Context: an optimization exercise on an open-source flow, tuned for small area, a short achievable clock period and few clock cycles. The choices shown serve that exercise and are no tape-out recipe.
RTL that was checked went through simulation tests only; none was proved equivalent to the original.
For run 1, only the layout was checked, not whether the RTL still works.
No activity file was given, so power comes from the tool's default toggle rates.

==> flow/design.v, too long to show whole: its modules and the start of the top module <==
// module alu_arbiter: 1047 lines
module alu_arbiter #(
  parameter int MUL_LAT = 3
) (
  input  logic        clk,
  input  logic        reset,
  input  logic        i_reqA_valid,
  input  logic        i_reqB_valid,
  output logic        o_reqA_ready,
  output logic        o_reqB_ready,
  input  logic [31:0] i_reqA_op1,
  input  logic [31:0] i_reqA_op2,
  input  logic [31:0] i_reqB_op1,
  input  logic [31:0] i_reqB_op2,
  input  logic [3:0]  i_reqA_sel,
  input  logic [3:0]  i_reqB_sel,
  output logic        o_rsp_valid,
  input  logic        i_rsp_ready,
  output logic        o_rsp_id,
  output logic [31:0] o_rsp_data,
  output logic        o_rsp_zflag,
  output logic        o_busy
);
  // ...
==> flow/run.sh <==
#!/bin/bash
# synth_recipe.tcl (not shown) runs the flow's synth.tcl, then flattens the netlist and writes it again
# the make line also repeats each setting of config.mk as NAME=value (left out here)
make -C /OpenROAD-flow-scripts/flow DESIGN_CONFIG=/design/flow/config.mk WORK_HOME=/design/flow/orfs CLKGATE_MAP_FILE= SYNTH_SCRIPT=/design/flow/synth_recipe.tcl finish
==> flow/config.mk <==
export PLATFORM = sky130hd
export DESIGN_NAME = alu_arbiter
export DESIGN_NICKNAME = alu_arbiter
export VERILOG_FILES = /design/flow/design.v
export SDC_FILE = /design/flow/constraint.sdc
export NUM_CORES = 4
export LEC_CHECK = 0
export ABC_CLOCK_PERIOD_IN_PS = 5000
export CAP_MARGIN = 20
export CORE_MARGIN = 2
export CORE_UTILIZATION = 40
export SETUP_SLACK_MARGIN = 4.5
export SLEW_MARGIN = 20
==> flow/constraint.sdc <==
create_clock -name core_clock -period 9.5 [get_ports {clk}]
set_input_delay 1.9000 -clock core_clock [delete_from_list [all_inputs] [get_ports {clk}]]
set_output_delay 1.9000 -clock core_clock [all_outputs]
set_load 0.01 [all_outputs]
==> flow_summary_export.csv, run 1 <==
group,metric,value,unit
timing,setup_slack,3.681,ns
floorplan,chipHeight,255.4,um
cells_and_area,nNonClkBuffers,367,
worst_setup_path,crit_path_start,"b1[21]",
cells_and_area,multi_input_area_share,63.94,%
status,status,"timing/DRC/antenna clean",
timing,final-setup-viol-count,0,
routing,first_pass_iters,6,
clock_tree,cts_resized,258,
cells_and_area,fillers,6014,
timing,maxSlewHeadroom,24.75,%
placement,port_buffers,178,
cells_and_area,finalInstanceArea,0.03031,mm2
clock_tree,cts_inserted_buffers,17,
cells_and_area,area_growth,19.89,%
synthesis,synth_most_common_cell,"nand2_1",
worst_setup_path,reg2reg_from,"b1[21]",
placement,place_ws,2.523,ns
power_and_ir_drop,p_comb_share,81.6,%
floorplan,dieArea,0.06523,mm2
global_routing,grt_pass1_vias,23619,
timing,rsz0062_at_grt,"true",
routing,wl_met3,9.080,mm
worst_setup_path,cpPeakStageDelay,0.59,ns
cells_and_area,multiInputGateArea,0.01938,mm2
routing,wl,100.6,mm
cells_and_area,seq_cell_count,140,
clock_tree,clockBufferDepth,2,
floorplan,rows,92,
timing,hold_viol_final,0,
global_routing,use_met1,39.70,%
worst_setup_path,end_kind,"register",
timing,max_freq,0.1718,GHz
power_and_ir_drop,power_leakage,0.01235,uW
power_and_ir_drop,ir_drop,0.0001756,V
synthesis,synthAdderAreaFrac,26.79,%
placement,gp_congestion,0.9829,
synthesis,synth_compound_area_share,24.26,%
hold_path,min-delay-start,"id1",
timing,period_minus_slack,5.819,ns
hold_path,min_to,"id2",
power_and_ir_drop,powerDensity,331.4,mW/mm2
synthesis,yosys.area_share.simple,12.97,%
timing,final_max_slew_viol_count,0,
worst_setup_path,worstPathMaxFanout,30,
==> run 2, diff against run 1 <==
--- a/flow/design.v
+++ b/flow/design.v
@@ -17,80 +17,80 @@
   input  logic        i_rsp_ready,
   output logic        o_rsp_id,
   output logic [31:0] o_rsp_data,
   output logic        o_rsp_zflag,
   output logic        o_busy
 );
   logic        last_b;       
   logic        grant_b, stall, accept;
-  logic [31:0] in_a, in_b;
-  logic [3:0]  in_sel;
-  logic [31:0] a, b, ma, mb;
+  logic [31:0] a, b;
+  logic [3:0]  sel;
   logic        is_mul, is_add, is_sub, is_and, is_or, is_slt;
   logic [31:0] ax, ay;
-  logic        acin;
+  logic [15:0] d_one, d_two, d_neg;
+  logic        v1, id1;      
+  logic [31:0] ma;           
+  logic [31:0] ay1;          
+  logic        cin1;         
   logic [15:0] bo, bt, bn;   
   logic        v2, id2;      
+  logic        cin2;
   assign grant_b      = i_reqB_valid & (~i_reqA_valid | ~last_b);
   assign stall        = v2 & ~i_rsp_ready;
   assign o_reqA_ready = ~reset & ~stall & i_reqA_valid & ~grant_b;
   assign o_reqB_ready = ~reset & ~stall & grant_b;
   assign accept       = o_reqA_ready | o_reqB_ready;
   assign o_rsp_valid  = v2;
   assign o_rsp_id     = id2;
-  assign in_a   = grant_b ? i_reqB_op1 : i_reqA_op1;
-  assign in_b   = grant_b ? i_reqB_op2 : i_reqA_op2;
-  assign in_sel = grant_b ? i_reqB_sel : i_reqA_sel;
-  logic v1, id1;
-  logic f_mul, f_add, f_sub, f_and, f_or, f_slt;
-  logic [31:0] a1, b1;
-  assign o_busy = v1 | v2;
+  assign o_busy       = v1 | v2;
+  assign a   = grant_b ? i_reqB_op1 : i_reqA_op1;
+  assign b   = grant_b ? i_reqB_op2 : i_reqA_op2;
+  assign sel = grant_b ? i_reqB_sel : i_reqA_sel;
+  assign is_and = (sel == 4'b0000);
+  assign is_or  = (sel == 4'b0001);
+  assign is_add = (sel == 4'b0010);
+  assign is_mul = (sel == 4'b0011);
+  assign is_sub = (sel == 4'b0110);
+  assign is_slt = (sel == 4'b0111);
+  assign ax = ({32{is_add | is_sub | is_mul}} & a) | ({32{is_and}} & (a & b)) |
+              ({32{is_or}} & (a | b)) | {31'b0, is_slt & (a < b)};
+  assign ay = ({32{is_add}} & b) | ({32{is_sub}} & ~b);
+  always_comb begin
+    for (int i = 0; i < 16; i++) begin
+      logic b1, b0, bm;
+      b1 = b[2*i+1];
+      b0 = b[2*i];
+      bm = (i == 0) ? 1'b0 : b[2*i-1];
+      d_one[i] = is_mul & (b0 ^ bm);
+      d_two[i] = is_mul & ((b1 & ~b0 & ~bm) | (~b1 & b0 & bm));
+      d_neg[i] = is_mul & b1;
+    end
+    d_one[0] = ~is_mul | (b[0]);
+  end
   always_ff @(posedge clk or posedge reset) begin
     if (reset) begin
       last_b <= 1'b1;
       v1     <= 1'b0;
       v2     <= 1'b0;
     end else if (!stall) begin
       if (accept) last_b <= grant_b;
       v1 <= accept;
       v2 <= v1;
     end
   end
   always_ff @(posedge clk) begin
     if (!stall) begin
-      a1    <= in_a;
-      b1    <= in_b;
-      id1   <= grant_b;
-      f_and <= (in_sel == 4'b0000);
-      f_or  <= (in_sel == 4'b0001);
-      f_add <= (in_sel == 4'b0010);
-      f_mul <= (in_sel == 4'b0011);
-      f_sub <= (in_sel == 4'b0110);
-      f_slt <= (in_sel == 4'b0111);
-    end
-  end
-  assign a = a1;
-  assign b = b1;
-  assign {is_and, is_or, is_add, is_mul, is_sub, is_slt} = {f_and, f_or, f_add, f_mul, f_sub, f_slt};
-  assign ax   = ({32{is_add | is_sub}} & a) | ({32{is_and}} & (a & b)) |
-                ({32{is_or}} & (a | b)) | {31'b0, is_slt & (a < b)};
-  assign ay   = ({32{is_add}} & b) | ({32{is_sub}} & ~b);
-  assign acin = is_sub;
-  assign ma = a;
-  assign mb = b & {32{is_mul}};
-  always_comb begin
-    for (int i = 0; i < 16; i++) begin
-      logic d1, d0, dm;
-      d1 = mb[2*i+1];
-      d0 = mb[2*i];
-      dm = (i == 0) ? 1'b0 : mb[2*i-1];
-      bo[i] = d0 ^ dm;
-      bt[i] = (d1 & ~d0 & ~dm) | (~d1 & d0 & dm);
-      bn[i] = d1;
+      id1  <= grant_b;
+      ma   <= ax;
+      ay1  <= ay;
+      cin1 <= is_sub;
+      bo   <= d_one;
+      bt   <= d_two;
+      bn   <= d_neg;
     end
   end
   wire pp0_0 = (bo[0] & ma[0]) ^ bn[0];
   wire pp0_1 = ((bo[0] & ma[1]) | (bt[0] & ma[0])) ^ bn[0];
   wire pp0_2 = ((bo[0] & ma[2]) | (bt[0] & ma[1])) ^ bn[0];
   wire pp0_3 = ((bo[0] & ma[3]) | (bt[0] & ma[2])) ^ bn[0];
   wire pp0_4 = ((bo[0] & ma[4]) | (bt[0] & ma[3])) ^ bn[0];
   wire pp0_5 = ((bo[0] & ma[5]) | (bt[0] & ma[4])) ^ bn[0];
@@ -355,206 +355,206 @@
   wire pp13_4 = ((bo[13] & ma[4]) | (bt[13] & ma[3])) ^ bn[13];
   wire pp13_5 = ((bo[13] & ma[5]) | (bt[13] & ma[4])) ^ bn[13];
   wire pp14_0 = (bo[14] & ma[0]) ^ bn[14];
   wire pp14_1 = ((bo[14] & ma[1]) | (bt[14] & ma[0])) ^ bn[14];
   wire pp14_2 = ((bo[14] & ma[2]) | (bt[14] & ma[1])) ^ bn[14];
   wire pp14_3 = ((bo[14] & ma[3]) | (bt[14] & ma[2])) ^ bn[14];
   wire pp15_0 = (bo[15] & ma[0]) ^ bn[15];
   wire pp15_1 = ((bo[15] & ma[1]) | (bt[15] & ma[0])) ^ bn[15];
-  wire ts1 = pp0_24 ^ pp1_22;
-  wire tc2 = pp0_24 & pp1_22;
+  wire ts1 = bn[12] ^ pp0_24;
+  wire tc2 = bn[12] & pp0_24;
   wire ts3 = pp0_25 ^ pp1_23;
   wire tc4 = pp0_25 & pp1_23;
-  wire ts5 = pp0_26 ^ pp1_24 ^ pp2_22;
-  wire tc6 = (pp0_26 & pp1_24) | (pp0_26 & pp2_22) | (pp1_24 & pp2_22);
-  wire ts7 = pp3_20 ^ pp4_18;
-  wire tc8 = pp3_20 & pp4_18;
+  wire ts5 = bn[13] ^ pp0_26 ^ pp1_24;
+  wire tc6 = (bn[13] & pp0_26) | (bn[13] & pp1_24) | (pp0_26 & pp1_24);
+  wire ts7 = pp2_22 ^ pp3_20;
+  wire tc8 = pp2_22 & pp3_20;
   wire ts9 = pp0_27 ^ pp1_25 ^ pp2_23;
   wire tc10 = (pp0_27 & pp1_25) | (pp0_27 & pp2_23) | (pp1_25 & pp2_23);
   wire ts11 = pp3_21 ^ pp4_19;
   wire tc12 = pp3_21 & pp4_19;
-  wire ts13 = pp0_28 ^ pp1_26 ^ pp2_24;
-  wire tc14 = (pp0_28 & pp1_26) | (pp0_28 & pp2_24) | (pp1_26 & pp2_24);
-  wire ts15 = pp3_22 ^ pp4_20 ^ pp5_18;
-  wire tc16 = (pp3_22 & pp4_20) | (pp3_22 & pp5_18) | (pp4_20 & pp5_18);
-  wire ts17 = pp6_16 ^ pp7_14;
-  wire tc18 = pp6_16 & pp7_14;
+  wire ts13 = bn[14] ^ pp0_28 ^ pp1_26;
+  wire tc14 = (bn[14] & pp0_28) | (bn[14] & pp1_26) | (pp0_28 & pp1_26);
+  wire ts15 = pp2_24 ^ pp3_22 ^ pp4_20;
+  wire tc16 = (pp2_24 & pp3_22) | (pp2_24 & pp4_20) | (pp3_22 & pp4_20);
+  wire ts17 = pp5_18 ^ pp6_16;
+  wire tc18 = pp5_18 & pp6_16;
   wire ts19 = pp0_29 ^ pp1_27 ^ pp2_25;
   wire tc20 = (pp0_29 & pp1_27) | (pp0_29 & pp2_25) | (pp1_27 & pp2_25);
   wire ts21 = pp3_23 ^ pp4_21 ^ pp5_19;
   wire tc22 = (pp3_23 & pp4_21) | (pp3_23 & pp5_19) | (pp4_21 & pp5_19);
   wire ts23 = pp6_17 ^ pp7_15;
   wire tc24 = pp6_17 & pp7_15;
-  wire ts25 = pp0_30 ^ pp1_28 ^ pp2_26;
-  wire tc26 = (pp0_30 & pp1_28) | (pp0_30 & pp2_26) | (pp1_28 & pp2_26);
-  wire ts27 = pp3_24 ^ pp4_22 ^ pp5_20;
-  wire tc28 = (pp3_24 & pp4_22) | (pp3_24 & pp5_20) | (pp4_22 & pp5_20);
-  wire ts29 = pp6_18 ^ pp7_16 ^ pp8_14;
-  wire tc30 = (pp6_18 & pp7_16) | (pp6_18 & pp8_14) | (pp7_16 & pp8_14);
-  wire ts31 = pp9_12 ^ pp10_10;
-  wire tc32 = pp9_12 & pp10_10;
-  wire ts33 = pp0_16 ^ pp1_14;
-  wire tc34 = pp0_16 & pp1_14;
+  wire ts25 = bn[15] ^ pp0_30 ^ pp1_28;
+  wire tc26 = (bn[15] & pp0_30) | (bn[15] & pp1_28) | (pp0_30 & pp1_28);
+  wire ts27 = pp2_26 ^ pp3_24 ^ pp4_22;
+  wire tc28 = (pp2_26 & pp3_24) | (pp2_26 & pp4_22) | (pp3_24 & pp4_22);
+  wire ts29 = pp5_20 ^ pp6_18 ^ pp7_16;
+  wire tc30 = (pp5_20 & pp6_18) | (pp5_20 & pp7_16) | (pp6_18 & pp7_16);
+  wire ts31 = pp8_14 ^ pp9_12;
+  wire tc32 = pp8_14 & pp9_12;
+  wire ts33 = bn[8] ^ pp0_16;
+  wire tc34 = bn[8] & pp0_16;
   wire ts35 = pp0_17 ^ pp1_15;
   wire tc36 = pp0_17 & pp1_15;
-  wire ts37 = pp0_18 ^ pp1_16 ^ pp2_14;
-  wire tc38 = (pp0_18 & pp1_16) | (pp0_18 & pp2_14) | (pp1_16 & pp2_14);
-  wire ts39 = pp3_12 ^ pp4_10;
-  wire tc40 = pp3_12 & pp4_10;
+  wire ts37 = bn[9] ^ pp0_18 ^ pp1_16;
+  wire tc38 = (bn[9] & pp0_18) | (bn[9] & pp1_16) | (pp0_18 & pp1_16);
+  wire ts39 = pp2_14 ^ pp3_12;
+  wire tc40 = pp2_14 & pp3_12;
   wire ts41 = pp0_19 ^ pp1_17 ^ pp2_15;
   wire tc42 = (pp0_19 & pp1_17) | (pp0_19 & pp2_15) | (pp1_17 & pp2_15);
   wire ts43 = pp3_13 ^ pp4_11;
   wire tc44 = pp3_13 & pp4_11;
-  wire ts45 = pp0_20 ^ pp1_18 ^ pp2_16;
-  wire tc46 = (pp0_20 & pp1_18) | (pp0_20 & pp2_16) | (pp1_18 & pp2_16);
-  wire ts47 = pp3_14 ^ pp4_12 ^ pp5_10;
-  wire tc48 = (pp3_14 & pp4_12) | (pp3_14 & pp5_10) | (pp4_12 & pp5_10);
-  wire ts49 = pp6_8 ^ pp7_6;
-  wire tc50 = pp6_8 & pp7_6;
+  wire ts45 = bn[10] ^ pp0_20 ^ pp1_18;
+  wire tc46 = (bn[10] & pp0_20) | (bn[10] & pp1_18) | (pp0_20 & pp1_18);
+  wire ts47 = pp2_16 ^ pp3_14 ^ pp4_12;
+  wire tc48 = (pp2_16 & pp3_14) | (pp2_16 & pp4_12) | (pp3_14 & pp4_12);
+  wire ts49 = pp5_10 ^ pp6_8;
+  wire tc50 = pp5_10 & pp6_8;
   wire ts51 = pp0_21 ^ pp1_19 ^ pp2_17;
   wire tc52 = (pp0_21 & pp1_19) | (pp0_21 & pp2_17) | (pp1_19 & pp2_17);
   wire ts53 = pp3_15 ^ pp4_13 ^ pp5_11;
   wire tc54 = (pp3_15 & pp4_13) | (pp3_15 & pp5_11) | (pp4_13 & pp5_11);
   wire ts55 = pp6_9 ^ pp7_7;
   wire tc56 = pp6_9 & pp7_7;
-  wire ts57 = pp0_22 ^ pp1_20 ^ pp2_18;
-  wire tc58 = (pp0_22 & pp1_20) | (pp0_22 & pp2_18) | (pp1_20 & pp2_18);
-  wire ts59 = pp3_16 ^ pp4_14 ^ pp5_12;
-  wire tc60 = (pp3_16 & pp4_14) | (pp3_16 & pp5_12) | (pp4_14 & pp5_12);
-  wire ts61 = pp6_10 ^ pp7_8 ^ pp8_6;
-  wire tc62 = (pp6_10 & pp7_8) | (pp6_10 & pp8_6) | (pp7_8 & pp8_6);
-  wire ts63 = pp9_4 ^ pp10_2;
-  wire tc64 = pp9_4 & pp10_2;
+  wire ts57 = bn[11] ^ pp0_22 ^ pp1_20;
+  wire tc58 = (bn[11] & pp0_22) | (bn[11] & pp1_20) | (pp0_22 & pp1_20);
+  wire ts59 = pp2_18 ^ pp3_16 ^ pp4_14;
+  wire tc60 = (pp2_18 & pp3_16) | (pp2_18 & pp4_14) | (pp3_16 & pp4_14);
+  wire ts61 = pp5_12 ^ pp6_10 ^ pp7_8;
+  wire tc62 = (pp5_12 & pp6_10) | (pp5_12 & pp7_8) | (pp6_10 & pp7_8);
+  wire ts63 = pp8_6 ^ pp9_4;
+  wire tc64 = pp8_6 & pp9_4;
   wire ts65 = pp0_23 ^ pp1_21 ^ pp2_19;
   wire tc66 = (pp0_23 & pp1_21) | (pp0_23 & pp2_19) | (pp1_21 & pp2_19);
   wire ts67 = pp3_17 ^ pp4_15 ^ pp5_13;
   wire tc68 = (pp3_17 & pp4_15) | (pp3_17 & pp5_13) | (pp4_15 & pp5_13);
   wire ts69 = pp6_11 ^ pp7_9 ^ pp8_7;
   wire tc70 = (pp6_11 & pp7_9) | (pp6_11 & pp8_7) | (pp7_9 & pp8_7);
   wire ts71 = pp9_5 ^ pp10_3;
   wire tc72 = pp9_5 & pp10_3;
-  wire ts73 = pp2_20 ^ pp3_18 ^ pp4_16;
-  wire tc74 = (pp2_20 & pp3_18) | (pp2_20 & pp4_16) | (pp3_18 & pp4_16);
-  wire ts75 = pp5_14 ^ pp6_12 ^ pp7_10;
-  wire tc76 = (pp5_14 & pp6_12) | (pp5_14 & pp7_10) | (pp6_12 & pp7_10);
-  wire ts77 = pp8_8 ^ pp9_6 ^ pp10_4;
-  wire tc78 = (pp8_8 & pp9_6) | (pp8_8 & pp10_4) | (pp9_6 & pp10_4);
-  wire ts79 = pp11_2 ^ pp12_0 ^ bn[12];
-  wire tc80 = (pp11_2 & pp12_0) | (pp11_2 & bn[12]) | (pp12_0 & bn[12]);
+  wire ts73 = pp1_22 ^ pp2_20 ^ pp3_18;
+  wire tc74 = (pp1_22 & pp2_20) | (pp1_22 & pp3_18) | (pp2_20 & pp3_18);
+  wire ts75 = pp4_16 ^ pp5_14 ^ pp6_12;
+  wire tc76 = (pp4_16 & pp5_14) | (pp4_16 & pp6_12) | (pp5_14 & pp6_12);
+  wire ts77 = pp7_10 ^ pp8_8 ^ pp9_6;
+  wire tc78 = (pp7_10 & pp8_8) | (pp7_10 & pp9_6) | (pp8_8 & pp9_6);
+  wire ts79 = pp10_4 ^ pp11_2 ^ pp12_0;
+  wire tc80 = (pp10_4 & pp11_2) | (pp10_4 & pp12_0) | (pp11_2 & pp12_0);
   wire ts81 = pp2_21 ^ pp3_19 ^ pp4_17;
   wire tc82 = (pp2_21 & pp3_19) | (pp2_21 & pp4_17) | (pp3_19 & pp4_17);
   wire ts83 = pp5_15 ^ pp6_13 ^ pp7_11;
   wire tc84 = (pp5_15 & pp6_13) | (pp5_15 & pp7_11) | (pp6_13 & pp7_11);
   wire ts85 = pp8_9 ^ pp9_7 ^ pp10_5;
   wire tc86 = (pp8_9 & pp9_7) | (pp8_9 & pp10_5) | (pp9_7 & pp10_5);
   wire ts87 = pp11_3 ^ pp12_1 ^ tc2;
   wire tc88 = (pp11_3 & pp12_1) | (pp11_3 & tc2) | (pp12_1 & tc2);
-  wire ts89 = pp5_16 ^ pp6_14 ^ pp7_12;
-  wire tc90 = (pp5_16 & pp6_14) | (pp5_16 & pp7_12) | (pp6_14 & pp7_12);
-  wire ts91 = pp8_10 ^ pp9_8 ^ pp10_6;
-  wire tc92 = (pp8_10 & pp9_8) | (pp8_10 & pp10_6) | (pp9_8 & pp10_6);
-  wire ts93 = pp11_4 ^ pp12_2 ^ pp13_0;
-  wire tc94 = (pp11_4 & pp12_2) | (pp11_4 & pp13_0) | (pp12_2 & pp13_0);
-  wire ts95 = bn[13] ^ tc4 ^ ts7;
-  wire tc96 = (bn[13] & tc4) | (bn[13] & ts7) | (tc4 & ts7);
+  wire ts89 = pp4_18 ^ pp5_16 ^ pp6_14;
+  wire tc90 = (pp4_18 & pp5_16) | (pp4_18 & pp6_14) | (pp5_16 & pp6_14);
+  wire ts91 = pp7_12 ^ pp8_10 ^ pp9_8;
+  wire tc92 = (pp7_12 & pp8_10) | (pp7_12 & pp9_8) | (pp8_10 & pp9_8);
+  wire ts93 = pp10_6 ^ pp11_4 ^ pp12_2;
+  wire tc94 = (pp10_6 & pp11_4) | (pp10_6 & pp12_2) | (pp11_4 & pp12_2);
+  wire ts95 = pp13_0 ^ tc4 ^ ts7;
+  wire tc96 = (pp13_0 & tc4) | (pp13_0 & ts7) | (tc4 & ts7);
   wire ts97 = pp5_17 ^ pp6_15 ^ pp7_13;
   wire tc98 = (pp5_17 & pp6_15) | (pp5_17 & pp7_13) | (pp6_15 & pp7_13);
   wire ts99 = pp8_11 ^ pp9_9 ^ pp10_7;
   wire tc100 = (pp8_11 & pp9_9) | (pp8_11 & pp10_7) | (pp9_9 & pp10_7);
   wire ts101 = pp11_5 ^ pp12_3 ^ pp13_1;
   wire tc102 = (pp11_5 & pp12_3) | (pp11_5 & pp13_1) | (pp12_3 & pp13_1);
   wire ts103 = tc8 ^ ts11 ^ tc6;
   wire tc104 = (tc8 & ts11) | (tc8 & tc6) | (ts11 & tc6);
-  wire ts105 = pp8_12 ^ pp9_10 ^ pp10_8;
-  wire tc106 = (pp8_12 & pp9_10) | (pp8_12 & pp10_8) | (pp9_10 & pp10_8);
-  wire ts107 = pp11_6 ^ pp12_4 ^ pp13_2;
-  wire tc108 = (pp11_6 & pp12_4) | (pp11_6 & pp13_2) | (pp12_4 & pp13_2);
-  wire ts109 = pp14_0 ^ bn[14] ^ tc12;
-  wire tc110 = (pp14_0 & bn[14]) | (pp14_0 & tc12) | (bn[14] & tc12);
+  wire ts105 = pp7_14 ^ pp8_12 ^ pp9_10;
+  wire tc106 = (pp7_14 & pp8_12) | (pp7_14 & pp9_10) | (pp8_12 & pp9_10);
+  wire ts107 = pp10_8 ^ pp11_6 ^ pp12_4;
+  wire tc108 = (pp10_8 & pp11_6) | (pp10_8 & pp12_4) | (pp11_6 & pp12_4);
+  wire ts109 = pp13_2 ^ pp14_0 ^ tc12;
+  wire tc110 = (pp13_2 & pp14_0) | (pp13_2 & tc12) | (pp14_0 & tc12);
   wire ts111 = ts17 ^ tc10 ^ ts13;
   wire tc112 = (ts17 & tc10) | (ts17 & ts13) | (tc10 & ts13);
   wire ts113 = pp8_13 ^ pp9_11 ^ pp10_9;
   wire tc114 = (pp8_13 & pp9_11) | (pp8_13 & pp10_9) | (pp9_11 & pp10_9);
   wire ts115 = pp11_7 ^ pp12_5 ^ pp13_3;
   wire tc116 = (pp11_7 & pp12_5) | (pp11_7 & pp13_3) | (pp12_5 & pp13_3);
   wire ts117 = pp14_1 ^ tc18 ^ ts23;
   wire tc118 = (pp14_1 & tc18) | (pp14_1 & ts23) | (tc18 & ts23);
   wire ts119 = tc14 ^ tc16 ^ ts19;
   wire tc120 = (tc14 & tc16) | (tc14 & ts19) | (tc16 & ts19);
-  wire ts121 = pp11_8 ^ pp12_6 ^ pp13_4;
-  wire tc122 = (pp11_8 & pp12_6) | (pp11_8 & pp13_4) | (pp12_6 & pp13_4);
-  wire ts123 = pp14_2 ^ pp15_0 ^ bn[15];
-  wire tc124 = (pp14_2 & pp15_0) | (pp14_2 & bn[15]) | (pp15_0 & bn[15]);
+  wire ts121 = pp10_10 ^ pp11_8 ^ pp12_6;
+  wire tc122 = (pp10_10 & pp11_8) | (pp10_10 & pp12_6) | (pp11_8 & pp12_6);
+  wire ts123 = pp13_4 ^ pp14_2 ^ pp15_0;
+  wire tc124 = (pp13_4 & pp14_2) | (pp13_4 & pp15_0) | (pp14_2 & pp15_0);
   wire ts125 = tc24 ^ ts31 ^ tc20;
   wire tc126 = (tc24 & ts31) | (tc24 & tc20) | (ts31 & tc20);
   wire ts127 = tc22 ^ ts25 ^ ts27;
   wire tc128 = (tc22 & ts25) | (tc22 & ts27) | (ts25 & ts27);
-  wire ts129 = pp0_10 ^ pp1_8;
-  wire tc130 = pp0_10 & pp1_8;
+  wire ts129 = bn[5] ^ pp0_10;
+  wire tc130 = bn[5] & pp0_10;
   wire ts131 = pp0_11 ^ pp1_9;
   wire tc132 = pp0_11 & pp1_9;
-  wire ts133 = pp0_12 ^ pp1_10 ^ pp2_8;
-  wire tc134 = (pp0_12 & pp1_10) | (pp0_12 & pp2_8) | (pp1_10 & pp2_8);
-  wire ts135 = pp3_6 ^ pp4_4;
-  wire tc136 = pp3_6 & pp4_4;
+  wire ts133 = bn[6] ^ pp0_12 ^ pp1_10;
+  wire tc134 = (bn[6] & pp0_12) | (bn[6] & pp1_10) | (pp0_12 & pp1_10);
+  wire ts135 = pp2_8 ^ pp3_6;
+  wire tc136 = pp2_8 & pp3_6;
   wire ts137 = pp0_13 ^ pp1_11 ^ pp2_9;
   wire tc138 = (pp0_13 & pp1_11) | (pp0_13 & pp2_9) | (pp1_11 & pp2_9);
   wire ts139 = pp3_7 ^ pp4_5;
   wire tc140 = pp3_7 & pp4_5;
-  wire ts141 = pp0_14 ^ pp1_12 ^ pp2_10;
-  wire tc142 = (pp0_14 & pp1_12) | (pp0_14 & pp2_10) | (pp1_12 & pp2_10);
-  wire ts143 = pp3_8 ^ pp4_6 ^ pp5_4;
-  wire tc144 = (pp3_8 & pp4_6) | (pp3_8 & pp5_4) | (pp4_6 & pp5_4);
-  wire ts145 = pp6_2 ^ pp7_0;
-  wire tc146 = pp6_2 & pp7_0;
+  wire ts141 = bn[7] ^ pp0_14 ^ pp1_12;
+  wire tc142 = (bn[7] & pp0_14) | (bn[7] & pp1_12) | (pp0_14 & pp1_12);
+  wire ts143 = pp2_10 ^ pp3_8 ^ pp4_6;
+  wire tc144 = (pp2_10 & pp3_8) | (pp2_10 & pp4_6) | (pp3_8 & pp4_6);
+  wire ts145 = pp5_4 ^ pp6_2;
+  wire tc146 = pp5_4 & pp6_2;
   wire ts147 = pp0_15 ^ pp1_13 ^ pp2_11;
   wire tc148 = (pp0_15 & pp1_13) | (pp0_15 & pp2_11) | (pp1_13 & pp2_11);
   wire ts149 = pp3_9 ^ pp4_7 ^ pp5_5;
   wire tc150 = (pp3_9 & pp4_7) | (pp3_9 & pp5_5) | (pp4_7 & pp5_5);
   wire ts151 = pp6_3 ^ pp7_1;
   wire tc152 = pp6_3 & pp7_1;
-  wire ts153 = pp2_12 ^ pp3_10 ^ pp4_8;
-  wire tc154 = (pp2_12 & pp3_10) | (pp2_12 & pp4_8) | (pp3_10 & pp4_8);
-  wire ts155 = pp5_6 ^ pp6_4 ^ pp7_2;
-  wire tc156 = (pp5_6 & pp6_4) | (pp5_6 & pp7_2) | (pp6_4 & pp7_2);
-  wire ts157 = pp8_0 ^ bn[8] ^ ts33;
-  wire tc158 = (pp8_0 & bn[8]) | (pp8_0 & ts33) | (bn[8] & ts33);
+  wire ts153 = pp1_14 ^ pp2_12 ^ pp3_10;
+  wire tc154 = (pp1_14 & pp2_12) | (pp1_14 & pp3_10) | (pp2_12 & pp3_10);
+  wire ts155 = pp4_8 ^ pp5_6 ^ pp6_4;
+  wire tc156 = (pp4_8 & pp5_6) | (pp4_8 & pp6_4) | (pp5_6 & pp6_4);
+  wire ts157 = pp7_2 ^ pp8_0 ^ ts33;
+  wire tc158 = (pp7_2 & pp8_0) | (pp7_2 & ts33) | (pp8_0 & ts33);
   wire ts159 = pp2_13 ^ pp3_11 ^ pp4_9;
   wire tc160 = (pp2_13 & pp3_11) | (pp2_13 & pp4_9) | (pp3_11 & pp4_9);
   wire ts161 = pp5_7 ^ pp6_5 ^ pp7_3;
   wire tc162 = (pp5_7 & pp6_5) | (pp5_7 & pp7_3) | (pp6_5 & pp7_3);
   wire ts163 = pp8_1 ^ tc34 ^ ts35;
   wire tc164 = (pp8_1 & tc34) | (pp8_1 & ts35) | (tc34 & ts35);
-  wire ts165 = pp5_8 ^ pp6_6 ^ pp7_4;
-  wire tc166 = (pp5_8 & pp6_6) | (pp5_8 & pp7_4) | (pp6_6 & pp7_4);
-  wire ts167 = pp8_2 ^ pp9_0 ^ bn[9];
-  wire tc168 = (pp8_2 & pp9_0) | (pp8_2 & bn[9]) | (pp9_0 & bn[9]);
+  wire ts165 = pp4_10 ^ pp5_8 ^ pp6_6;
+  wire tc166 = (pp4_10 & pp5_8) | (pp4_10 & pp6_6) | (pp5_8 & pp6_6);
+  wire ts167 = pp7_4 ^ pp8_2 ^ pp9_0;
+  wire tc168 = (pp7_4 & pp8_2) | (pp7_4 & pp9_0) | (pp8_2 & pp9_0);
   wire ts169 = tc36 ^ ts39 ^ ts37;
   wire tc170 = (tc36 & ts39) | (tc36 & ts37) | (ts39 & ts37);
   wire ts171 = pp5_9 ^ pp6_7 ^ pp7_5;
   wire tc172 = (pp5_9 & pp6_7) | (pp5_9 & pp7_5) | (pp6_7 & pp7_5);
   wire ts173 = pp8_3 ^ pp9_1 ^ tc40;
   wire tc174 = (pp8_3 & pp9_1) | (pp8_3 & tc40) | (pp9_1 & tc40);
   wire ts175 = ts43 ^ tc38 ^ ts41;
   wire tc176 = (ts43 & tc38) | (ts43 & ts41) | (tc38 & ts41);
-  wire ts177 = pp8_4 ^ pp9_2 ^ pp10_0;
-  wire tc178 = (pp8_4 & pp9_2) | (pp8_4 & pp10_0) | (pp9_2 & pp10_0);
-  wire ts179 = bn[10] ^ tc44 ^ ts49;
-  wire tc180 = (bn[10] & tc44) | (bn[10] & ts49) | (tc44 & ts49);
+  wire ts177 = pp7_6 ^ pp8_4 ^ pp9_2;
+  wire tc178 = (pp7_6 & pp8_4) | (pp7_6 & pp9_2) | (pp8_4 & pp9_2);
+  wire ts179 = pp10_0 ^ tc44 ^ ts49;
+  wire tc180 = (pp10_0 & tc44) | (pp10_0 & ts49) | (tc44 & ts49);
   wire ts181 = tc42 ^ ts45 ^ ts47;
   wire tc182 = (tc42 & ts45) | (tc42 & ts47) | (ts45 & ts47);
   wire ts183 = pp8_5 ^ pp9_3 ^ pp10_1;
   wire tc184 = (pp8_5 & pp9_3) | (pp8_5 & pp10_1) | (pp9_3 & pp10_1);
   wire ts185 = tc50 ^ ts55 ^ tc46;
   wire tc186 = (tc50 & ts55) | (tc50 & tc46) | (ts55 & tc46);
   wire ts187 = tc48 ^ ts51 ^ ts53;
   wire tc188 = (tc48 & ts51) | (tc48 & ts53) | (ts51 & ts53);
-  wire ts189 = pp11_0 ^ bn[11] ^ tc56;
-  wire tc190 = (pp11_0 & bn[11]) | (pp11_0 & tc56) | (bn[11] & tc56);
+  wire ts189 = pp10_2 ^ pp11_0 ^ tc56;
+  wire tc190 = (pp10_2 & pp11_0) | (pp10_2 & tc56) | (pp11_0 & tc56);
   wire ts191 = ts63 ^ tc52 ^ tc54;
   wire tc192 = (ts63 & tc52) | (ts63 & tc54) | (tc52 & tc54);
   wire ts193 = ts57 ^ ts59 ^ ts61;
   wire tc194 = (ts57 & ts59) | (ts57 & ts61) | (ts59 & ts61);
   wire ts195 = pp11_1 ^ tc64 ^ ts71;
   wire tc196 = (pp11_1 & tc64) | (pp11_1 & ts71) | (tc64 & ts71);
   wire ts197 = tc58 ^ tc60 ^ tc62;
   wire tc198 = (tc58 & tc60) | (tc58 & tc62) | (tc60 & tc62);
@@ -597,46 +597,46 @@
   wire ts235 = ts117 ^ tc112 ^ ts119;
   wire tc236 = (ts117 & tc112) | (ts117 & ts119) | (tc112 & ts119);
   wire ts237 = ts29 ^ tc114 ^ tc116;
   wire tc238 = (ts29 & tc114) | (ts29 & tc116) | (tc114 & tc116);
   wire ts239 = ts121 ^ ts123 ^ tc118;
   wire tc240 = (ts121 & ts123) | (ts121 & tc118) | (ts123 & tc118);
   wire ts241 = tc120 ^ ts125 ^ ts127;
   wire tc242 = (tc120 & ts125) | (tc120 & ts127) | (ts125 & ts127);
-  wire ts243 = pp0_6 ^ pp1_4;
-  wire tc244 = pp0_6 & pp1_4;
+  wire ts243 = bn[3] ^ pp0_6;
+  wire tc244 = bn[3] & pp0_6;
   wire ts245 = pp0_7 ^ pp1_5;
   wire tc246 = pp0_7 & pp1_5;
-  wire ts247 = pp0_8 ^ pp1_6 ^ pp2_4;
-  wire tc248 = (pp0_8 & pp1_6) | (pp0_8 & pp2_4) | (pp1_6 & pp2_4);
-  wire ts249 = pp3_2 ^ pp4_0;
-  wire tc250 = pp3_2 & pp4_0;
+  wire ts247 = bn[4] ^ pp0_8 ^ pp1_6;
+  wire tc248 = (bn[4] & pp0_8) | (bn[4] & pp1_6) | (pp0_8 & pp1_6);
+  wire ts249 = pp2_4 ^ pp3_2;
+  wire tc250 = pp2_4 & pp3_2;
   wire ts251 = pp0_9 ^ pp1_7 ^ pp2_5;
   wire tc252 = (pp0_9 & pp1_7) | (pp0_9 & pp2_5) | (pp1_7 & pp2_5);
   wire ts253 = pp3_3 ^ pp4_1;
   wire tc254 = pp3_3 & pp4_1;
-  wire ts255 = pp2_6 ^ pp3_4 ^ pp4_2;
-  wire tc256 = (pp2_6 & pp3_4) | (pp2_6 & pp4_2) | (pp3_4 & pp4_2);
-  wire ts257 = pp5_0 ^ bn[5] ^ ts129;
-  wire tc258 = (pp5_0 & bn[5]) | (pp5_0 & ts129) | (bn[5] & ts129);
+  wire ts255 = pp1_8 ^ pp2_6 ^ pp3_4;
+  wire tc256 = (pp1_8 & pp2_6) | (pp1_8 & pp3_4) | (pp2_6 & pp3_4);
+  wire ts257 = pp4_2 ^ pp5_0 ^ ts129;
+  wire tc258 = (pp4_2 & pp5_0) | (pp4_2 & ts129) | (pp5_0 & ts129);
   wire ts259 = pp2_7 ^ pp3_5 ^ pp4_3;
   wire tc260 = (pp2_7 & pp3_5) | (pp2_7 & pp4_3) | (pp3_5 & pp4_3);
   wire ts261 = pp5_1 ^ tc130 ^ ts131;
   wire tc262 = (pp5_1 & tc130) | (pp5_1 & ts131) | (tc130 & ts131);
-  wire ts263 = pp5_2 ^ pp6_0 ^ bn[6];
-  wire tc264 = (pp5_2 & pp6_0) | (pp5_2 & bn[6]) | (pp6_0 & bn[6]);
+  wire ts263 = pp4_4 ^ pp5_2 ^ pp6_0;
+  wire tc264 = (pp4_4 & pp5_2) | (pp4_4 & pp6_0) | (pp5_2 & pp6_0);
   wire ts265 = tc132 ^ ts135 ^ ts133;
   wire tc266 = (tc132 & ts135) | (tc132 & ts133) | (ts135 & ts133);
   wire ts267 = pp5_3 ^ pp6_1 ^ tc136;
   wire tc268 = (pp5_3 & pp6_1) | (pp5_3 & tc136) | (pp6_1 & tc136);
   wire ts269 = ts139 ^ tc134 ^ ts137;
   wire tc270 = (ts139 & tc134) | (ts139 & ts137) | (tc134 & ts137);
-  wire ts271 = bn[7] ^ tc140 ^ ts145;
-  wire tc272 = (bn[7] & tc140) | (bn[7] & ts145) | (tc140 & ts145);
+  wire ts271 = pp7_0 ^ tc140 ^ ts145;
+  wire tc272 = (pp7_0 & tc140) | (pp7_0 & ts145) | (tc140 & ts145);
   wire ts273 = tc138 ^ ts141 ^ ts143;
   wire tc274 = (tc138 & ts141) | (tc138 & ts143) | (ts141 & ts143);
   wire ts275 = tc146 ^ ts151 ^ tc142;
   wire tc276 = (tc146 & ts151) | (tc146 & tc142) | (ts151 & tc142);
   wire ts277 = tc144 ^ ts147 ^ ts149;
   wire tc278 = (tc144 & ts147) | (tc144 & ts149) | (ts147 & ts149);
   wire ts279 = tc152 ^ tc148 ^ tc150;
   wire tc280 = (tc152 & tc148) | (tc152 & tc150) | (tc148 & tc150);
@@ -693,26 +693,26 @@
   wire ts331 = tc226 ^ tc228 ^ ts231;
   wire tc332 = (tc226 & tc228) | (tc226 & ts231) | (tc228 & ts231);
   wire ts333 = ts233 ^ tc230 ^ ts235;
   wire tc334 = (ts233 & tc230) | (ts233 & ts235) | (tc230 & ts235);
   wire ts335 = tc232 ^ ts237 ^ tc234;
   wire tc336 = (tc232 & ts237) | (tc232 & tc234) | (ts237 & tc234);
   wire ts337 = ts239 ^ tc236 ^ ts241;
   wire tc338 = (ts239 & tc236) | (ts239 & ts241) | (tc236 & ts241);
-  wire ts339 = pp0_4 ^ pp1_2;
-  wire tc340 = pp0_4 & pp1_2;
+  wire ts339 = bn[2] ^ pp0_4;
+  wire tc340 = bn[2] & pp0_4;
   wire ts341 = pp0_5 ^ pp1_3;
   wire tc342 = pp0_5 & pp1_3;
-  wire ts343 = pp2_2 ^ pp3_0 ^ bn[3];
-  wire tc344 = (pp2_2 & pp3_0) | (pp2_2 & bn[3]) | (pp3_0 & bn[3]);
+  wire ts343 = pp1_4 ^ pp2_2 ^ pp3_0;
+  wire tc344 = (pp1_4 & pp2_2) | (pp1_4 & pp3_0) | (pp2_2 & pp3_0);
   wire ts345 = pp2_3 ^ pp3_1 ^ tc244;
   wire tc346 = (pp2_3 & pp3_1) | (pp2_3 & tc244) | (pp3_1 & tc244);
-  wire ts347 = bn[4] ^ tc246 ^ ts249;
-  wire tc348 = (bn[4] & tc246) | (bn[4] & ts249) | (tc246 & ts249);
+  wire ts347 = pp4_0 ^ tc246 ^ ts249;
+  wire tc348 = (pp4_0 & tc246) | (pp4_0 & ts249) | (tc246 & ts249);
   wire ts349 = tc250 ^ ts253 ^ tc248;
   wire tc350 = (tc250 & ts253) | (tc250 & tc248) | (ts253 & tc248);
   wire ts351 = tc254 ^ tc252 ^ ts255;
   wire tc352 = (tc254 & tc252) | (tc254 & ts255) | (tc252 & ts255);
   wire ts353 = tc256 ^ ts259 ^ tc258;
   wire tc354 = (tc256 & ts259) | (tc256 & tc258) | (ts259 & tc258);
   wire ts355 = tc260 ^ ts263 ^ tc262;
   wire tc356 = (tc260 & ts263) | (tc260 & tc262) | (ts263 & tc262);
@@ -747,22 +747,22 @@
   wire ts385 = tc320 ^ ts323 ^ tc322;
   wire tc386 = (tc320 & ts323) | (tc320 & tc322) | (ts323 & tc322);
   wire ts387 = tc324 ^ ts327 ^ tc326;
   wire tc388 = (tc324 & ts327) | (tc324 & tc326) | (ts327 & tc326);
   wire ts389 = tc328 ^ ts331 ^ tc330;
   wire tc390 = (tc328 & ts331) | (tc328 & tc330) | (ts331 & tc330);
   wire ts391 = tc332 ^ ts335 ^ tc334;
   wire tc392 = (tc332 & ts335) | (tc332 & tc334) | (ts335 & tc334);
-  wire ts393 = pp0_2 ^ pp1_0;
-  wire tc394 = pp0_2 & pp1_0;
+  wire ts393 = bn[1] ^ pp0_2;
+  wire tc394 = bn[1] & pp0_2;
   wire ts395 = pp0_3 ^ pp1_1;
   wire tc396 = pp0_3 & pp1_1;
-  wire ts397 = pp2_0 ^ bn[2] ^ ts339;
-  wire tc398 = (pp2_0 & bn[2]) | (pp2_0 & ts339) | (bn[2] & ts339);
+  wire ts397 = pp1_2 ^ pp2_0 ^ ts339;
+  wire tc398 = (pp1_2 & pp2_0) | (pp1_2 & ts339) | (pp2_0 & ts339);
   wire ts399 = pp2_1 ^ tc340 ^ ts341;
   wire tc400 = (pp2_1 & tc340) | (pp2_1 & ts341) | (tc340 & ts341);
   wire ts401 = ts243 ^ tc342 ^ ts343;
   wire tc402 = (ts243 & tc342) | (ts243 & ts343) | (tc342 & ts343);
   wire ts403 = ts245 ^ tc344 ^ ts345;
   wire tc404 = (ts245 & tc344) | (ts245 & ts345) | (tc344 & ts345);
   wire ts405 = ts247 ^ tc346 ^ ts347;
   wire tc406 = (ts247 & tc346) | (ts247 & ts347) | (tc346 & ts347);
@@ -833,18 +833,16 @@
   wire tx471 = tc128 ^ tc238;
   wire tx472 = tx468 ^ tx469;
   wire tx473 = tx470 ^ tx471;
   wire tx474 = tx472 ^ tc240;
   wire tx475 = tc242 ^ tx473;
   wire tx476 = tx474 ^ tx475;
   wire tx477 = tc336 ^ tc338;
   wire tx478 = tx476 ^ tx477;
-  wire tx479 = tc392 ^ tx478;
-  wire tx480 = tx479 ^ tc450;
   logic r0_0;
   logic r0_1;
   logic r1_0;
   logic r1_1;
   logic r2_0;
   logic r2_1;
   logic r3_0;
   logic r3_1;
@@ -899,149 +897,90 @@
   logic r28_0;
   logic r28_1;
   logic r29_0;
   logic r29_1;
   logic r30_0;
   logic r30_1;
   logic r31_0;
   logic r31_1;
-  logic r_cin;
+  logic r31_2;
   always_ff @(posedge clk) begin
     if (!stall) begin
-      id2 <= id1;
-      r0_0 <= ~(pp0_0 | ax[0]);
-      r0_1 <= ~(bn[0] | ay[0]);
-      r1_0 <= ~(pp0_1 | ax[1]);
-      r1_1 <= ~(ay[1]);
-      r2_0 <= ~(bn[1] | ax[2]);
-      r2_1 <= ~(ts393 | ay[2]);
-      r3_0 <= ~(tc394 | ax[3]);
-      r3_1 <= ~(ts395 | ay[3]);
-      r4_0 <= ~(tc396 | ax[4]);
-      r4_1 <= ~(ts397 | ay[4]);
-      r5_0 <= ~(tc398 | ax[5]);
-      r5_1 <= ~(ts399 | ay[5]);
-      r6_0 <= ~(tc400 | ax[6]);
-      r6_1 <= ~(ts401 | ay[6]);
-      r7_0 <= ~(tc402 | ax[7]);
-      r7_1 <= ~(ts403 | ay[7]);
-      r8_0 <= ~(tc404 | ax[8]);
-      r8_1 <= ~(ts405 | ay[8]);
-      r9_0 <= ~(tc406 | ax[9]);
-      r9_1 <= ~(ts407 | ay[9]);
-      r10_0 <= ~(tc408 | ax[10]);
-      r10_1 <= ~(ts409 | ay[10]);
-      r11_0 <= ~(tc410 | ax[11]);
-      r11_1 <= ~(ts411 | ay[11]);
-      r12_0 <= ~(tc412 | ax[12]);
-      r12_1 <= ~(ts413 | ay[12]);
-      r13_0 <= ~(tc414 | ax[13]);
-      r13_1 <= ~(ts415 | ay[13]);
-      r14_0 <= ~(tc416 | ax[14]);
-      r14_1 <= ~(ts417 | ay[14]);
-      r15_0 <= ~(tc418 | ax[15]);
-      r15_1 <= ~(ts419 | ay[15]);
-      r16_0 <= ~(tc420 | ax[16]);
-      r16_1 <= ~(ts421 | ay[16]);
-      r17_0 <= ~(tc422 | ax[17]);
-      r17_1 <= ~(ts423 | ay[17]);
-      r18_0 <= ~(tc424 | ax[18]);
-      r18_1 <= ~(ts425 | ay[18]);
-      r19_0 <= ~(tc426 | ax[19]);
-      r19_1 <= ~(ts427 | ay[19]);
-      r20_0 <= ~(tc428 | ax[20]);
-      r20_1 <= ~(ts429 | ay[20]);
-      r21_0 <= ~(tc430 | ax[21]);
-      r21_1 <= ~(ts431 | ay[21]);
-      r22_0 <= ~(tc432 | ax[22]);
-      r22_1 <= ~(ts433 | ay[22]);
-      r23_0 <= ~(tc434 | ax[23]);
-      r23_1 <= ~(ts435 | ay[23]);
-      r24_0 <= ~(tc436 | ax[24]);
-      r24_1 <= ~(ts437 | ay[24]);
-      r25_0 <= ~(tc438 | ax[25]);
-      r25_1 <= ~(ts439 | ay[25]);
-      r26_0 <= ~(tc440 | ax[26]);
-      r26_1 <= ~(ts441 | ay[26]);
-      r27_0 <= ~(tc442 | ax[27]);
-      r27_1 <= ~(ts443 | ay[27]);
-      r28_0 <= ~(tc444 | ax[28]);
-      r28_1 <= ~(ts445 | ay[28]);
-      r29_0 <= ~(tc446 | ax[29]);
-      r29_1 <= ~(ts447 | ay[29]);
-      r30_0 <= ~(tc448 | ax[30]);
-      r30_1 <= ~(ts449 | ay[30]);
-      r31_0 <= ~(tx480 | ax[31]);
-      r31_1 <= ~(ay[31]);
-      r_cin <= acin;
+      id2  <= id1;
+      cin2 <= cin1;
+      r0_0 <= bn[0] | ay1[0];
+      r0_1 <= pp0_0;
+      r1_0 <= pp0_1;
+      r1_1 <= ay1[1];
+      r2_0 <= pp1_0 | ay1[2];
+      r2_1 <= ts393;
+      r3_0 <= tc394 | ay1[3];
+      r3_1 <= ts395;
+      r4_0 <= tc396 | ay1[4];
+      r4_1 <= ts397;
+      r5_0 <= tc398 | ay1[5];
+      r5_1 <= ts399;
+      r6_0 <= tc400 | ay1[6];
+      r6_1 <= ts401;
+      r7_0 <= tc402 | ay1[7];
+      r7_1 <= ts403;
+      r8_0 <= tc404 | ay1[8];
+      r8_1 <= ts405;
+      r9_0 <= tc406 | ay1[9];
+      r9_1 <= ts407;
+      r10_0 <= tc408 | ay1[10];
+      r10_1 <= ts409;
+      r11_0 <= tc410 | ay1[11];
+      r11_1 <= ts411;
+      r12_0 <= tc412 | ay1[12];
+      r12_1 <= ts413;
+      r13_0 <= tc414 | ay1[13];
+      r13_1 <= ts415;
+      r14_0 <= tc416 | ay1[14];
+      r14_1 <= ts417;
+      r15_0 <= tc418 | ay1[15];
+      r15_1 <= ts419;
+      r16_0 <= tc420 | ay1[16];
+      r16_1 <= ts421;
+      r17_0 <= tc422 | ay1[17];
+      r17_1 <= ts423;
+      r18_0 <= tc424 | ay1[18];
+      r18_1 <= ts425;
+      r19_0 <= tc426 | ay1[19];
+      r19_1 <= ts427;
+      r20_0 <= tc428 | ay1[20];
+      r20_1 <= ts429;
+      r21_0 <= tc430 | ay1[21];
+      r21_1 <= ts431;
+      r22_0 <= tc432 | ay1[22];
+      r22_1 <= ts433;
+      r23_0 <= tc434 | ay1[23];
+      r23_1 <= ts435;
+      r24_0 <= tc436 | ay1[24];
+      r24_1 <= ts437;
+      r25_0 <= tc438 | ay1[25];
+      r25_1 <= ts439;
+      r26_0 <= tc440 | ay1[26];
+      r26_1 <= ts441;
+      r27_0 <= tc442 | ay1[27];
+      r27_1 <= ts443;
+      r28_0 <= tc444 | ay1[28];
+      r28_1 <= ts445;
+      r29_0 <= tc446 | ay1[29];
+      r29_1 <= ts447;
+      r30_0 <= tc448 | ay1[30];
+      r30_1 <= ts449;
+      r31_0 <= tc392 | ay1[31];
+      r31_1 <= tx478;
+      r31_2 <= tc450;
     end
   end
-  wire us481 = ~r0_0 ^ ~r0_1;
-  wire uc482 = ~r0_0 & ~r0_1;
-  wire us483 = ~r1_0 ^ ~r1_1;
-  wire uc484 = ~r1_0 & ~r1_1;
-  wire us485 = ~r2_0 ^ ~r2_1;
-  wire uc486 = ~r2_0 & ~r2_1;
-  wire us487 = ~r3_0 ^ ~r3_1;
-  wire uc488 = ~r3_0 & ~r3_1;
-  wire us489 = ~r4_0 ^ ~r4_1;
-  wire uc490 = ~r4_0 & ~r4_1;
-  wire us491 = ~r5_0 ^ ~r5_1;
-  wire uc492 = ~r5_0 & ~r5_1;
-  wire us493 = ~r6_0 ^ ~r6_1;
-  wire uc494 = ~r6_0 & ~r6_1;
-  wire us495 = ~r7_0 ^ ~r7_1;
-  wire uc496 = ~r7_0 & ~r7_1;
-  wire us497 = ~r8_0 ^ ~r8_1;
-  wire uc498 = ~r8_0 & ~r8_1;
-  wire us499 = ~r9_0 ^ ~r9_1;
-  wire uc500 = ~r9_0 & ~r9_1;
-  wire us501 = ~r10_0 ^ ~r10_1;
-  wire uc502 = ~r10_0 & ~r10_1;
-  wire us503 = ~r11_0 ^ ~r11_1;
-  wire uc504 = ~r11_0 & ~r11_1;
-  wire us505 = ~r12_0 ^ ~r12_1;
-  wire uc506 = ~r12_0 & ~r12_1;
-  wire us507 = ~r13_0 ^ ~r13_1;
-  wire uc508 = ~r13_0 & ~r13_1;
-  wire us509 = ~r14_0 ^ ~r14_1;
-  wire uc510 = ~r14_0 & ~r14_1;
-  wire us511 = ~r15_0 ^ ~r15_1;
-  wire uc512 = ~r15_0 & ~r15_1;
-  wire us513 = ~r16_0 ^ ~r16_1;
-  wire uc514 = ~r16_0 & ~r16_1;
-  wire us515 = ~r17_0 ^ ~r17_1;
-  wire uc516 = ~r17_0 & ~r17_1;
-  wire us517 = ~r18_0 ^ ~r18_1;
-  wire uc518 = ~r18_0 & ~r18_1;
-  wire us519 = ~r19_0 ^ ~r19_1;
-  wire uc520 = ~r19_0 & ~r19_1;
-  wire us521 = ~r20_0 ^ ~r20_1;
-  wire uc522 = ~r20_0 & ~r20_1;
-  wire us523 = ~r21_0 ^ ~r21_1;
-  wire uc524 = ~r21_0 & ~r21_1;
-  wire us525 = ~r22_0 ^ ~r22_1;
-  wire uc526 = ~r22_0 & ~r22_1;
-  wire us527 = ~r23_0 ^ ~r23_1;
-  wire uc528 = ~r23_0 & ~r23_1;
-  wire us529 = ~r24_0 ^ ~r24_1;
-  wire uc530 = ~r24_0 & ~r24_1;
-  wire us531 = ~r25_0 ^ ~r25_1;
-  wire uc532 = ~r25_0 & ~r25_1;
-  wire us533 = ~r26_0 ^ ~r26_1;
-  wire uc534 = ~r26_0 & ~r26_1;
-  wire us535 = ~r27_0 ^ ~r27_1;
-  wire uc536 = ~r27_0 & ~r27_1;
-  wire us537 = ~r28_0 ^ ~r28_1;
-  wire uc538 = ~r28_0 & ~r28_1;
-  wire us539 = ~r29_0 ^ ~r29_1;
-  wire uc540 = ~r29_0 & ~r29_1;
-  wire us541 = ~r30_0 ^ ~r30_1;
-  wire uc542 = ~r30_0 & ~r30_1;
-  wire ux543 = ~r31_0 ^ ~r31_1;
-  wire ux544 = ux543 ^ uc542;
+  wire ux479 = r31_0 ^ r31_1;
+  wire ux480 = r31_2 ^ ux479;
   logic [31:0] fs, fc;
-  assign fs = {ux544, uc540, uc538, uc536, uc534, uc532, uc530, uc528, uc526, uc524, uc522, uc520, uc518, uc516, uc514, uc512, uc510, uc508, uc506, uc504, uc502, uc500, uc498, uc496, uc494, uc492, uc490, uc488, uc486, uc484, uc482, r_cin};
-  assign fc = {1'b0, us541, us539, us537, us535, us533, us531, us529, us527, us525, us523, us521, us519, us517, us515, us513, us511, us509, us507, us505, us503, us501, us499, us497, us495, us493, us491, us489, us487, us485, us483, us481};
-  assign o_rsp_data = fs + fc;
-  assign o_rsp_zflag = ((fs ^ fc) == {fs[30:0] | fc[30:0], 1'b0});
+  assign fs = {ux480, r30_0, r29_0, r28_0, r27_0, r26_0, r25_0, r24_0, r23_0, r22_0, r21_0, r20_0, r19_0, r18_0, r17_0, r16_0, r15_0, r14_0, r13_0, r12_0, r11_0, r10_0, r9_0, r8_0, r7_0, r6_0, r5_0, r4_0, r3_0, r2_0, r1_0, r0_0};
+  assign fc = {1'b0, r30_1, r29_1, r28_1, r27_1, r26_1, r25_1, r24_1, r23_1, r22_1, r21_1, r20_1, r19_1, r18_1, r17_1, r16_1, r15_1, r14_1, r13_1, r12_1, r11_1, r10_1, r9_1, r8_1, r7_1, r6_1, r5_1, r4_1, r3_1, r2_1, r1_1, r0_1};
+  logic [32:0] sum;
+  assign sum         = {fs, 1'b1} + {fc, cin2};    
+  assign o_rsp_data  = sum[32:1];
+  assign o_rsp_zflag = ((fs ^ fc) == {fs[30:0] | fc[30:0], cin2});
 endmodule
==> flow/config.mk (replaced) <==
export PLATFORM = sky130hd
export DESIGN_NAME = alu_arbiter
export DESIGN_NICKNAME = alu_arbiter
export VERILOG_FILES = /design/flow/design.v
export SDC_FILE = /design/flow/constraint.sdc
export NUM_CORES = 4
export LEC_CHECK = 0
export ABC_AREA = 1
export ABC_CLOCK_PERIOD_IN_PS = 5000
export CAP_MARGIN = 20
export CORE_MARGIN = 2
export CORE_UTILIZATION = 40
export SETUP_SLACK_MARGIN = 4.5
export SLEW_MARGIN = 20
==> run 2 against run 1 <==
Hold slack improved by 0.0066 ns. Area after synthesis shrank 8.8%. Die area down 8.7%. Largest power group unchanged.
==> flow_summary_export.csv, run 2 <==
group,metric,value,unit
synthesis,yosysWarnings,1,
global_routing,grt_use_met2,42.71,%
global_routing,use_met1,32.65,%
global_routing,grt-ovfl-total,0,
global_routing,grt_first_pass_wirelength,117.5,mm
synthesis,ys.flop_type,"edfxtp_1",
power_and_ir_drop,power_leakage,0.01228,uW
cells_and_area,fillers,5454,
synthesis,ys_seq_area_share,23.91,%
worst_setup_path,critical_path_class,"reg2out",
clock_tree,ctsHoldBuffers,0,
global_routing,met3_usage,5.114,%
clock_tree,cts.sinks,184,
cells_and_area,seqCellArea,0.005512,mm2
floorplan,dieWidth,244.1,um
global_routing,busiest_layer,"met2",
routing,drtIter0Drc,1522,
cells_and_area,layout.nets,3319,
power_and_ir_drop,power,10990,uW
clock_tree,cts_inserted_buffers,17,
synthesis,yosysTopAreaCellShare,23.58,%
hold_path,hold_path_class,"reg2reg",
cells_and_area,drive_gt1_share,9.395,%
power_and_ir_drop,powerDensity,413.5,mW/mm2
synthesis,synthTopCellsByArea,"edfxtp_1 24%, fa_1 17%, xor2_1 11%",
global_routing,grt_pass1_vias,19922,
routing,drc,0,
cells_and_area,antenna_cells,0,
hold_path,min_to,"id2",
synthesis,synth_common_cells,"470 x inv_1, 331 x nand2_1, 290 x xor2_1",
timing,final_max_slew_viol_count,0,
global_routing,grt_max_degree,77,
hold_path,min_path_cells,0,
worst_setup_path,worstPathMaxFanout,6,
clock_tree,clockBufferDepth,2,
routing,avgViaCountPerCell,5.493,
placement,gp_congestion,0.9129,
timing,final-setup-viol-count,0,
placement,dpl_cell_area,0.02543,mm2
worst_setup_path,cp.required,7.60,ns
synthesis,synth_nets,3207,
cells_and_area,finalInstanceArea,0.02657,mm2
timing,tns,0,ns
power_and_ir_drop,ir_drop,0.0003067,V
placement,dp_hpwl,57.14,mm
synthesis,synth_edf_count,181,
clock_tree,cts_tree,"yes",
floorplan,chipHeight,244.1,um
worst_setup_path,r2r_cells,12,
worst_setup_path,r2r_end,"r30_1",
routing,wl_per_cell,21.72,um
routing,first_pass_iters,5,
synthesis,ys_async_sr_fraction,1.630,%
timing,fin_crit_sh,52.12,%
placement,port_buffers,178,
synthesis,synth_top_area_cell,"edfxtp_1",
synthesis,syn_area,0.02305,mm2
synthesis,synth_seq_cells,184,
timing,skew,0.01490,ns
clock_tree,h-tree-depth,4,
floorplan,start_util,40.65,%
worst_setup_path,worstSetupStartpointType,"register",
timing,max_freq,0.2020,GHz
clock_tree,cts_root_buffer,"clkbuf_16",
floorplan,rows,87,
cells_and_area,area_growth,15.27,%
cells_and_area,final_common_cell,"inv_1",
clock_tree,clk_latency,0.48,ns
synthesis,synth_most_common_cell,"inv_1",
synthesis,syn_area_per_cell,8.586,um2
floorplan,core,0.05671,mm2
worst_setup_path,reg2reg_from,"bn[2]",
hold_path,min-delay-start,"id1",
global_routing,grt_usage,25.78,%
worst_setup_path,end_kind,"output pin",
synthesis,yosysUniqueCellTypes,52,
cells_and_area,top_regs,"ay1 (32), ma (32)",
synthesis,syn_inst,2685,
timing,tightest_slew,0.9864,ns
run,maxCapViolations,0,
cells_and_area,multiInputGateArea,0.01522,mm2
cells_and_area,final_cell_mix,"465 x inv_1, 328 x nand2_1, 289 x xor2_1",
timing,rsz0062_at_grt,"false",
clock_tree,clk_pin_slew,0.08,ns
timing,hold_viol_final,0,
global_routing,antenna_found_initial,1,
routing,ant_nets,0,
timing,period_minus_slack,4.952,ns
status,status,"timing/DRC/antenna clean",
worst_setup_path,reg2reg_slack,4.64,ns
timing,maxSlewHeadroom,34.17,%
worst_setup_path,arrival,3.05,ns
routing,wl,77.44,mm
routing,num_vias,19588,
floorplan,dieArea,0.05957,mm2
floorplan,io_pins,179,
run 2: cell count changes in the layout (fill, tap and decap cells not counted), sizes merged, moves of 130 or more:
cell and delta:
nor2 -130, o22ai +213, buf -156, inv +136, xor2 +213, o21ai -132
run 2: worst max-delay path by stage:
stage,start,end,slack (ns),cells past startpoint
3_5_place_dp,i_rsp_ready,o_reqA_ready,3.36,6
2_1_floorplan,i_rsp_ready,o_reqA_ready,2.61,4
6_report,r27_1,o_rsp_zflag,4.55,10
3_3_place_gp,i_rsp_ready,o_reqA_ready,3.43,6
4_1_cts,i_reqA_valid,o_reqA_ready,4.42,6
5_1_grt,r8_0,o_rsp_data[15],4.44,11
run 2: critical path: stages, from the launching register on:
cell and delay [ns]:
edfxtp_1 0.45, inv_1 0.09, ha_2 0.33, nand2_1 0.14, o21ai_0 0.09, a221oi_1 0.32
o2111ai_1 0.17, nor2_1 0.13, nand2_1 0.08, nor3_2 0.19, clkdlybuf4s50_1 0.58
run 2: stage by stage:
stage	std cells	utilization [%]	hold WS (ns)	setup WS (ns)
final	3566	46.85	0.4284	4.548
after global routing	3566	46.85	0.4357	4.439
after global placement	3514	44.79	0.4089	3.431
after CTS	3559	46.39	0.4259	4.416
after detailed placement	3515	44.84	0.4176	3.361
after floorplan	2685	-	0.4003	2.609
run 2: report_power, final:
group	switching (uW)	internal, uW
combinational	4840	3520
sequential	216	1620
clock	383	405
total	5440	5550
run 2: cell type report:
type,count,share of cell area [%]
Inverter,523,7.515
Sequential cell,184,20.74
Timing Repair Buffer,224,8.429
Multi-Input combinational cell,1842,57.27
Clock buffer,18,1.615
Clock inverter,14,0.7722
Timing Repair inverter,5,0.09418
Tap cell,756,3.560
run 2: metal layers:
metal / part of all wire [%] / up-vias
met5: 0 / -
met3: 8.8 / 215
met1: 40 / 9406
met4: 4.4 / 0
li1: - / 8933
met2: 47 / 1034
run 2: cells by family after synthesis:
family,count (synthesis),synth area share (%)
AOI/OAI and AO/OA,508,13.82
buffers and inverters,659,11.26
DFF,184,23.91
xor gates and xnor gates,308,11.70
and+or+nand+nor,645,12.21
adders and majority gates,381,27.10
run 2: repair_timing:
action,CTS,global route
gates cloned,4,3
endpoints found under the setup margin,26,28
setup buffers,8,3
gates resized for setup,34,51
pin swaps,4,4
Testbench counts of run 2, summed over its fixed seeds: cycles 2,416.
==> run 3, diff against run 2 <==
--- a/flow/config.mk
+++ b/flow/config.mk
@@ -6,9 +6,9 @@
 export NUM_CORES = 4
 export LEC_CHECK = 0
 export ABC_AREA = 1
-export ABC_CLOCK_PERIOD_IN_PS = 5000
+export ABC_CLOCK_PERIOD_IN_PS = 4500
 export CAP_MARGIN = 20
 export CORE_MARGIN = 2
 export CORE_UTILIZATION = 40
-export SETUP_SLACK_MARGIN = 4.5
+export SETUP_SLACK_MARGIN = 5.0
 export SLEW_MARGIN = 20
==> run 3 against run 2 <==
Sequential share of layout area is 1.1 points lower. Count of clock-buffer cells in the layout is 1 lower. Setup slack better by 0.37 ns. Critical path depth is 1 higher. Combinational power is 6.5% higher. Critical path type unchanged.
==> flow_summary_export.csv, run 3 <==
group,metric,value,unit
status,status,"timing/DRC/antenna clean",
synthesis,synth_common_cells,"470 x inv_1, 331 x nand2_1, 290 x xor2_1",
worst_setup_path,cpPeakStageDelay,0.49,ns
clock_tree,clk_pin_slew,0.08,ns
synthesis,ys_async_sr_fraction,1.630,%
synthesis,ys.flop_type,"edfxtp_1",
worst_setup_path,arrival,2.68,ns
routing,num_vias,20294,
floorplan,core,0.05671,mm2
worst_setup_path,cp.required,7.60,ns
cells_and_area,area_growth,22.03,%
worst_setup_path,critical_path_class,"reg2out",
global_routing,antenna_found_initial,3,
hold_path,hold_path_class,"reg2reg",
timing,tns,0,ns
clock_tree,cts.sinks,184,
run,maxCapViolations,0,
clock_tree,h-tree-depth,4,
power_and_ir_drop,powerDensity,409.6,mW/mm2
worst_setup_path,worstPathMaxFanout,3,
timing,final_max_slew_viol_count,0,
timing,hold_viol_final,0,
worst_setup_path,reg2reg_slack,5.10,ns
global_routing,grt_first_pass_wirelength,120.5,mm
cells_and_area,final_cell_mix,"436 x inv_1, 316 x nand2_1, 283 x xor2_1",
worst_setup_path,worstSetupStartpointType,"register",
hold_path,min_to,"r1_1",
cells_and_area,post-route-util,49.60,%
timing,final-setup-viol-count,0,
routing,ant_nets,0,
cells_and_area,antenna_cells,0,
routing,drc,0,
synthesis,yosysUniqueCellTypes,52,
synthesis,synth_seq_cells,184,
timing,fin_crit_sh,48.21,%
timing,max_freq,0.2184,GHz
synthesis,syn_area,0.02305,mm2
cells_and_area,top_regs,"ay1 (32), ma (32)",
placement,dp_hpwl,57.53,mm
clock_tree,clk_latency,0.48,ns
synthesis,syn_inst,2685,
synthesis,synth_edf_count,181,
power_and_ir_drop,ir_drop,0.0003217,V
clock_tree,cts_root_buffer,"clkbuf_16",
timing,fin_hold_ws,0.4279,ns
synthesis,synth_top_area_cell,"edfxtp_1",
floorplan,dieWidth,244.1,um
cells_and_area,layout.nets,3439,
synthesis,yosysTopAreaCellShare,23.58,%
hold_path,min_path_cells,0,
routing,drtIter0Drc,1987,
synthesis,yosysWarnings,1,
worst_setup_path,critical_path.cell_chain,"buf_6, fa_2, nand3_2, nand2_2, a21boi_2, buf_4, o21ai_4, a21boi_2, buf_4, xor2_2, buf_2",
hold_path,min-delay-start,"ay1[1]",
floorplan,chipHeight,244.1,um
timing,tightest_slew,1.121,ns
routing,wl,81.62,mm
worst_setup_path,reg2reg_from,"bn[10]",
worst_setup_path,crit_slowest_cell,"edfxtp_1",
floorplan,rows,87,
floorplan,start_util,40.65,%
timing,rsz0062_at_grt,"true",
power_and_ir_drop,power,11520,uW
synthesis,synth_nets,3207,
floorplan,io_pins,179,
timing,maxSlewHeadroom,25.27,%
global_routing,grt_max_degree,79,
synthesis,ys_seq_area_share,23.91,%
cells_and_area,fillers,5286,
global_routing,grt-ovfl-total,0,
routing,avgViaCountPerCell,5.507,
==> run 3: cell counts after synthesis <==
Identical to the previous run, type by type.
==> run 3: stage by stage <==
stage,worst slack [ns],std cells
finish,4.920,3685
global placement,3.083,3517
detailed placement,3.068,3517
CTS,4.801,3618
global route,4.852,3685
floorplan,2.609,2685
==> run 3: power by group <==
group | internal [uW] | leakage (uW) | total, uW | switching, uW
Clock | 404 | 0.000307 | 781 | 377
Combinational | 3760 | 0.0106 | 8900 | 5140
Sequential | 1620 | 0.00197 | 1840 | 220
==> run 3: cell type report <==
type / instances / area, um2 / area share [%]
sequential: 184 / 5512 / 19.59
inverter: 523 / 2142 / 7.615
timing repair inverter: 10 / 70.07 / 0.2491
multi-input combinational: 1845 / 15660 / 55.67
clock inverter: 14 / 205.2 / 0.7295
timing repair buffer: 336 / 3171 / 11.27
tap: 756 / 945.9 / 3.363
clock buffer: 17 / 425.4 / 1.512
==> run 3: repair_timing <==
action / CTS / global route
endpoints found under the setup margin: 165 / 39
pin swaps: 27 / 45
hold buffers: 0 / 0
resized for setup: 237 / 110
gates cloned: 14 / 3
buffers inserted: 56 / 64
==> run 3: worst max-delay path by stage <==
stage	from	end	slack (ns)	depth (start not counted)
after floorplan	i_rsp_ready	o_reqA_ready	2.61	4
after global placement	i_reqA_valid	o_reqA_ready	3.08	6
after detailed placement	i_reqA_valid	o_reqA_ready	3.07	6
after CTS	i_rsp_ready	o_reqA_ready	4.80	6
after global routing	r0_0	o_rsp_data[30]	4.85	16
final	r0_0	o_rsp_data[17]	4.92	11
==> run 3: critical path, delay by kind of cell, from the launching register on <==
kind / cells / cell delay [ns]
AO/OA/AOI/OAI: 3 / 0.43
XOR/XNOR: 1 / 0.15
adder cells (fa/ha/maj): 1 / 0.34
buffers and inverters: 4 / 0.63
flip-flops: 1 / 0.49
AND/OR/NAND/NOR: 2 / 0.15
==> run 3: cell families after synthesis <==
group	Yosys count	share of synthesized area (%)
and+or+nand+nor	645	12.21
buffers and inverters	659	11.26
DFF	184	23.91
xor gates and xnor gates	308	11.70
adders and majority gates	381	27.10
AOI/OAI and AO/OA	508	13.82
==> run 3: metal layers <==
layer	wire, um	track usage [%]	share of wire [%]
met5	0	0	0
met4	4065	12.82	5.0
met3	7194	5.125	8.8
met2	38250	44.05	47
met1	32100	33.71	39

Setup slack of run 3, layout unchanged: 4.920 ns with ideal ports, 4.863 ns with driving cells assumed (clock clkbuf_16, inputs buf_2), 4.746 ns with port delays also shifted by the 0.532 ns mid clock arrival.
